This is an optimization exercise on Yosys and OpenROAD, whose aim is small area, a short achievable clock period and few clock cycles, not a production implementation.
Where RTL was checked, it was by simulation tests only, not by an equivalence proof against the original.

== JK ==
==> flow/design.v <==
`default_nettype none
package srt_pkg;
	parameter int APB_DATA_W = 32;	 
	parameter int EST_W = 5;	 
	typedef enum logic [2:0] {
		QD_ZERO = 3'b000,
		QD_POS1 = 3'b001,
		QD_POS2 = 3'b010,
		QD_NEG2 = 3'b110,
		QD_NEG1 = 3'b111
	} qdigit_e;
	typedef enum logic [7:0] {
		ADDR_DIVIDEND = 8'h00,
		ADDR_DIVISOR = 8'h04,	 
		ADDR_STATUS = 8'h08,
		ADDR_RESULT = 8'h0C	 
	} reg_addr_e;
endpackage
`default_nettype wire
`timescale 1ns/10ps
`default_nettype none
module srt_div_top (
	input logic clk,
	input logic arst_n,
	input logic psel,
	input logic penable,
	input logic pwrite,
	input logic [7:0] paddr,
	input logic [srt_pkg::APB_DATA_W-1:0] pwdata,
	output logic [srt_pkg::APB_DATA_W-1:0] prdata,
	output logic pready,
	output logic pslverr
);
	localparam logic [7:0] A_DVD = 8'h00;
	localparam logic [7:0] A_DVS = 8'h04;
	localparam logic [7:0] A_STS = 8'h08;
	localparam logic [7:0] A_RES = 8'h0C;
	logic [15:0] dividend;
	logic [31:0] slot [3];		 
	logic [2:0] sdbz;		 
	logic [1:0] sskip [3];		 
	logic [2:0] wr_oh;		 
	logic [2:0] rd_oh;		 
	logic [2:0] nx_oh;		 
	logic [2:0] n_out;		 
	logic [2:0] n_rdy;		 
	logic [1:0] n_sres;		 
	logic [1:0] n_pend;		 
	logic wbf;			 
	logic busy;			 
	logic hold;			 
	logic last;			 
	logic [3:0] cnt;		 
	logic [15:0] ur;		 
	logic [15:0] uq;		 
	logic [15:0] ud;		 
	logic udbz;			 
	logic pre_dbz;			 
	logic [2:0] pre_c;		 
	logic [1:0] pre_skip;
	logic dvd_wr_q;			 
	logic div_wr_q;			 
	logic rd_res_q;			 
	assign pready = 1'b1;
	logic setup;
	logic launch;
	logic pop;
	logic [2:0] n_rdy_vis;		 
	logic [31:0] head;		 
	logic head_dbz;
	assign setup = psel & ~penable;
	assign launch = div_wr_q;
	assign pop = rd_res_q;
	assign n_rdy_vis = n_rdy + {2'b0, wbf};
	always_comb begin
		if (n_sres != 2'd0) begin
			head = ({32{rd_oh[0]}} & slot[0]) | ({32{rd_oh[1]}} & slot[1]) |
				({32{rd_oh[2]}} & slot[2]);
			head_dbz = |(rd_oh & sdbz);
		end else begin
			head = {ur, uq};
			head_dbz = udbz;
		end
	end
	always_ff @(posedge clk or negedge arst_n) begin
		if (!arst_n) begin
			dvd_wr_q <= 1'b0;
			div_wr_q <= 1'b0;
			rd_res_q <= 1'b0;
		end else begin
			dvd_wr_q <= setup & pwrite & (paddr == A_DVD);
			div_wr_q <= setup & pwrite & (paddr == A_DVS) & (n_out != 3'd4);
			rd_res_q <= setup & ~pwrite & (paddr == A_RES) & (n_rdy_vis != 3'd0);
		end
	end
	always_ff @(posedge clk) begin
		pslverr <= (pwrite & (paddr == A_DVS) & (n_out == 3'd4)) |
			(~pwrite & (paddr == A_RES) & (n_rdy_vis == 3'd0));
		case (paddr)
			A_DVD: prdata <= {16'b0, dividend};
			A_STS: prdata <= {24'b0, 1'b0, n_rdy_vis, 2'b0,
				head_dbz & (n_rdy_vis != 3'd0), n_rdy_vis != 3'd0};
			A_RES: prdata <= (n_rdy_vis != 3'd0) ? head : 32'b0;
			default: prdata <= 32'b0;
		endcase
	end
	always_ff @(posedge clk) begin
		if (dvd_wr_q)
			dividend <= pwdata[15:0];
	end
	logic [16:0] sx;
	logic [17:0] sd;
	logic sq;
	logic [15:0] nr;		 
	logic [15:0] nq;
	assign sx = {ur, uq[15]};
	assign sd = {1'b0, sx} - {2'b0, ud};
	assign sq = ~sd[17];
	assign nr = sq ? sd[15:0] : sx[15:0];
	assign nq = {uq[14:0], sq};
	logic idle;			 
	logic pend_store;		 
	logic fin;			 
	logic swap;			 
	logic fin_new;			 
	logic fin_hold;			 
	logic move_new;			 
	logic load_new;			 
	logic [2:0] wsel;		 
	logic [31:0] bus;		 
	logic bus_dbz;
	logic [31:0] ops;		 
	logic [15:0] la;		 
	logic [15:0] lb;
	logic l_dbz;
	logic [1:0] l_skip;		 
	logic [15:0] lr;		 
	logic [15:0] lq;
	logic [3:0] lcnt;
	assign idle = ~busy & ~hold;
	assign pend_store = launch & busy & ~(last & (n_pend == 2'd0));
	assign fin = last & ~pend_store;
	assign swap = fin & (n_pend != 2'd0);
	assign fin_new = fin & (n_pend == 2'd0) & launch;
	assign fin_hold = fin & (n_pend == 2'd0) & ~launch;
	assign move_new = hold & launch;
	assign load_new = launch & ~pend_store;
	assign ops = ({32{nx_oh[0]}} & slot[0]) | ({32{nx_oh[1]}} & slot[1]) |
		({32{nx_oh[2]}} & slot[2]);
	assign wsel = pend_store ? wr_oh :
		swap ? nx_oh :
		(fin_new | move_new) ? wr_oh : 3'b000;
	assign bus = pend_store ? {dividend, pwdata[15:0]} :
		hold ? {ur, uq} : {nr, nq};
	assign bus_dbz = pend_store ? pre_dbz : udbz;
	always_ff @(posedge clk) begin
		pre_dbz <= (pwdata[15:0] == 16'b0);
		pre_c <= {dividend[15:4] < pwdata[15:0], dividend[15:8] < pwdata[15:0],
			dividend[15:12] < pwdata[15:0]};
	end
	assign pre_skip = pre_c[2] ? 2'd3 : pre_c[1] ? 2'd2 : pre_c[0] ? 2'd1 : 2'd0;
	assign la = swap ? ops[31:16] : dividend;
	assign lb = swap ? ops[15:0] : pwdata[15:0];
	assign l_dbz = swap ? |(nx_oh & sdbz) : pre_dbz;
	assign l_skip = swap ? (({2{nx_oh[0]}} & sskip[0]) | ({2{nx_oh[1]}} & sskip[1]) |
		({2{nx_oh[2]}} & sskip[2])) : pre_skip;
	always_comb begin
		if (l_dbz) begin
			lr = {1'b0, la[15:1]};
			lq = {la[0], 15'h7fff};
			lcnt = 4'd0;
		end else begin
			case (l_skip)
				2'd3: begin
					lr = {4'b0, la[15:4]};
					lq = {la[3:0], 12'b0};
					lcnt = 4'd3;
				end
				2'd2: begin
					lr = {8'b0, la[15:8]};
					lq = {la[7:0], 8'b0};
					lcnt = 4'd7;
				end
				2'd1: begin
					lr = {12'b0, la[15:12]};
					lq = {la[11:0], 4'b0};
					lcnt = 4'd11;
				end
				default: begin
					lr = 16'b0;
					lq = la;
					lcnt = 4'd15;
				end
			endcase
		end
	end
	always_ff @(posedge clk or negedge arst_n) begin
		if (!arst_n) begin
			busy <= 1'b0;
			last <= 1'b0;
			hold <= 1'b0;
			cnt <= 4'd0;
			wr_oh <= 3'b001;
			rd_oh <= 3'b001;
			nx_oh <= 3'b001;
			n_out <= 3'd0;
			n_rdy <= 3'd0;
			n_sres <= 2'd0;
			n_pend <= 2'd0;
			wbf <= 1'b0;
		end else begin
			if (swap | load_new) begin
				busy <= 1'b1;
				cnt <= lcnt;
				last <= l_dbz;
			end else if (fin) begin
				busy <= 1'b0;
				last <= 1'b0;
			end else if (busy & ~last) begin
				cnt <= cnt - 4'd1;
				last <= (cnt == 4'd1);
			end
			if (fin_hold)
				hold <= 1'b1;
			else if (move_new | (pop & (n_sres == 2'd0)))
				hold <= 1'b0;
			if (pend_store | fin_new | move_new)
				wr_oh <= {wr_oh[1:0], wr_oh[2]};
			if (swap | fin_new | move_new)
				nx_oh <= {nx_oh[1:0], nx_oh[2]};
			if (pop & (n_sres != 2'd0))
				rd_oh <= {rd_oh[1:0], rd_oh[2]};
			n_out <= n_out + {2'b0, launch} - {2'b0, pop};
			n_rdy <= n_rdy + {2'b0, wbf} - {2'b0, pop};
			n_sres <= n_sres + {1'b0, swap | fin_new | move_new} -
				{1'b0, pop & (n_sres != 2'd0)};
			n_pend <= n_pend + {1'b0, pend_store} - {1'b0, swap};
			wbf <= fin;
		end
	end
	always_ff @(posedge clk) begin
		if (swap | load_new) begin
			ur <= lr;
			uq <= lq;
			ud <= lb;
			udbz <= l_dbz;
		end else if ((busy & ~last) | fin_hold) begin
			ur <= nr;
			uq <= nq;
		end
		for (int i = 0; i < 3; i++) begin
			if (wsel[i]) begin
				slot[i] <= bus;
				sdbz[i] <= bus_dbz;
			end
			if (pend_store & wr_oh[i])
				sskip[i] <= pre_skip;
		end
	end
endmodule
`default_nettype wire
export LEC_CHECK = 0
export CAP_MARGIN = 20
export CORE_MARGIN = 2
export CORE_UTILIZATION = 45
export CTS_BUF_LIST = sky130_fd_sc_hd__clkbuf_16
export CTS_CLUSTER_DIAMETER = 60
export CTS_CLUSTER_SIZE = 20
export PLACE_DENSITY = 0.6
export SLEW_MARGIN = 20
create_clock -name core_clock -period 10.0 [get_ports {clk}]
standard.sh (not shown) runs the stock make flow with config.mk's settings and CLKGATE_MAP_FILE= SYNTH_SCRIPT=/design/flow/synth_recipe.tcl, a recipe that flattens the netlist after the stock synthesis.
==> flow/flow/run.sh <==
#!/bin/bash
set -euo pipefail
MARGIN=$(cat flow/margin.txt)
bash standard.sh synth > synth.log 2>&1
bash standard.sh "SETUP_SLACK_MARGIN=$MARGIN" \
	"BUFFER_PORTS_ARGS=-buffer_cell sky130_fd_sc_hd__buf_2" finish > layout.log 2>&1
==> flow/flow/margin.txt <==
6.9
Testbench counts of JK, summed over its fixed seeds: cycles 24,558.
Changes in MS relative to JK:
diff --git a/flow/design.v b/flow/design.v
--- a/flow/design.v
+++ b/flow/design.v
@@ -43,9 +43,6 @@
 	logic [2:0] rd_oh;		 
 	logic [2:0] nx_oh;		 
-	logic [2:0] n_out;		 
-	logic [2:0] n_rdy;		 
 	logic [1:0] n_sres;		 
 	logic [1:0] n_pend;		 
-	logic wbf;			 
 	logic busy;			 
 	logic hold;			 
@@ -66,5 +63,8 @@
 	logic launch;
 	logic pop;
-	logic [2:0] n_rdy_vis;		 
+	logic [2:0] n_rdy;		 
+	logic rdy_nz;			 
+	logic full;			 
+	logic [2:0] n_sp;
 	logic [31:0] head;		 
 	logic head_dbz;
@@ -72,5 +72,8 @@
 	assign launch = div_wr_q;
 	assign pop = rd_res_q;
-	assign n_rdy_vis = n_rdy + {2'b0, wbf};
+	assign n_rdy = {1'b0, n_sres} + {2'b0, hold};
+	assign rdy_nz = (n_sres != 2'd0) | hold;
+	assign n_sp = {1'b0, n_sres} + {1'b0, n_pend};
+	assign full = n_sp[2] | ((n_sp == 3'd3) & (busy | hold));
 	always_comb begin
 		if (n_sres != 2'd0) begin
@@ -90,16 +93,16 @@
 		end else begin
 			dvd_wr_q <= setup & pwrite & (paddr == A_DVD);
-			div_wr_q <= setup & pwrite & (paddr == A_DVS) & (n_out != 3'd4);
-			rd_res_q <= setup & ~pwrite & (paddr == A_RES) & (n_rdy_vis != 3'd0);
-		end
-	end
-	always_ff @(posedge clk) begin
-		pslverr <= (pwrite & (paddr == A_DVS) & (n_out == 3'd4)) |
-			(~pwrite & (paddr == A_RES) & (n_rdy_vis == 3'd0));
+			div_wr_q <= setup & pwrite & (paddr == A_DVS) & ~full;
+			rd_res_q <= setup & ~pwrite & (paddr == A_RES) & rdy_nz;
+		end
+	end
+	always_ff @(posedge clk) begin
+		pslverr <= (pwrite & (paddr == A_DVS) & full) |
+			(~pwrite & (paddr == A_RES) & ~rdy_nz);
 		case (paddr)
 			A_DVD: prdata <= {16'b0, dividend};
-			A_STS: prdata <= {24'b0, 1'b0, n_rdy_vis, 2'b0,
-				head_dbz & (n_rdy_vis != 3'd0), n_rdy_vis != 3'd0};
-			A_RES: prdata <= (n_rdy_vis != 3'd0) ? head : 32'b0;
+			A_STS: prdata <= {24'b0, 1'b0, n_rdy, 2'b0,
+				head_dbz & rdy_nz, rdy_nz};
+			A_RES: prdata <= rdy_nz ? head : 32'b0;
 			default: prdata <= 32'b0;
 		endcase
@@ -115,5 +118,23 @@
 	logic [15:0] nq;
 	assign sx = {ur, uq[15]};
-	assign sd = {1'b0, sx} - {2'b0, ud};
+	logic [16:0] bg [6];		 
+	logic [16:0] bp [6];		 
+	logic [16:0] sdx;		 
+	assign sdx = sx ^ {1'b0, ud};
+	assign bg[0] = ~sx & {1'b0, ud};
+	assign bp[0] = ~sdx;
+	for (genvar l = 0; l < 5; l++) begin : g_lvl
+		for (genvar i = 0; i < 17; i++) begin : g_bit
+			if ((i >> l) & 1) begin : g_comb
+				localparam int J = ((i >> l) << l) - 1;
+				assign bg[l+1][i] = bg[l][i] | (bp[l][i] & bg[l][J]);
+				assign bp[l+1][i] = bp[l][i] & bp[l][J];
+			end else begin : g_pass
+				assign bg[l+1][i] = bg[l][i];
+				assign bp[l+1][i] = bp[l][i];
+			end
+		end
+	end
+	assign sd = {bg[5][16], sdx ^ {bg[5][15:0], 1'b0}};
 	assign sq = ~sd[17];
 	assign nr = sq ? sd[15:0] : sx[15:0];
@@ -204,9 +225,6 @@
 			rd_oh <= 3'b001;
 			nx_oh <= 3'b001;
-			n_out <= 3'd0;
-			n_rdy <= 3'd0;
 			n_sres <= 2'd0;
 			n_pend <= 2'd0;
-			wbf <= 1'b0;
 		end else begin
 			if (swap | load_new) begin
@@ -231,10 +249,7 @@
 			if (pop & (n_sres != 2'd0))
 				rd_oh <= {rd_oh[1:0], rd_oh[2]};
-			n_out <= n_out + {2'b0, launch} - {2'b0, pop};
-			n_rdy <= n_rdy + {2'b0, wbf} - {2'b0, pop};
 			n_sres <= n_sres + {1'b0, swap | fin_new | move_new} -
 				{1'b0, pop & (n_sres != 2'd0)};
 			n_pend <= n_pend + {1'b0, pend_store} - {1'b0, swap};
-			wbf <= fin;
 		end
 	end
Notes after the runs:
- Higher final critical-path required period among JK and MS: MS
- Per the comparison of MS with JK, post-placement setup slack shows a reduction of 0.16 ns; inverter count of the layout excluding clock inverters shows a reduction of 6.
- Diff JK -> MS: total routed wire length on the met1 layer now smaller, buffer levels on the longest clock path comparable.
- Critical path depth: lower on MS
The RTL of MS was laid out without a check of its function.

[static timing again, ports no longer ideal]
In the flow no input, the clock included, has a driving cell. The finished layouts below were timed again as built, in two steps.
Step 1 (the two cells are an assumption about what drives the block):
set clk [get_ports {clk}]
set_driving_cell -lib_cell sky130_fd_sc_hd__clkbuf_16 $clk
set_driving_cell -lib_cell sky130_fd_sc_hd__buf_2 [delete_from_list [all_inputs] $clk]
Step 2 also shifts input and output timing later by t, the mid clock arrival at the registers, as if the neighbouring blocks saw the same clock.
a / b / c = ideal ports / drivers / drivers and shift; a / b = the first two.
run | shift t [ns] | slack for setup (ns) | clock arrival spread, ns
JK | 0.568 | 6.973 / 6.935 / 6.459 | 0.018 / 0.018
MS | 0.592 | 6.943 / 6.893 / 6.511 | 0.037 / 0.036
After both steps setup and hold are still met in every run listed. For JK, which loses most, drivers alone change the setup slack by -0.038 ns; drivers and shift together by -0.514 ns.
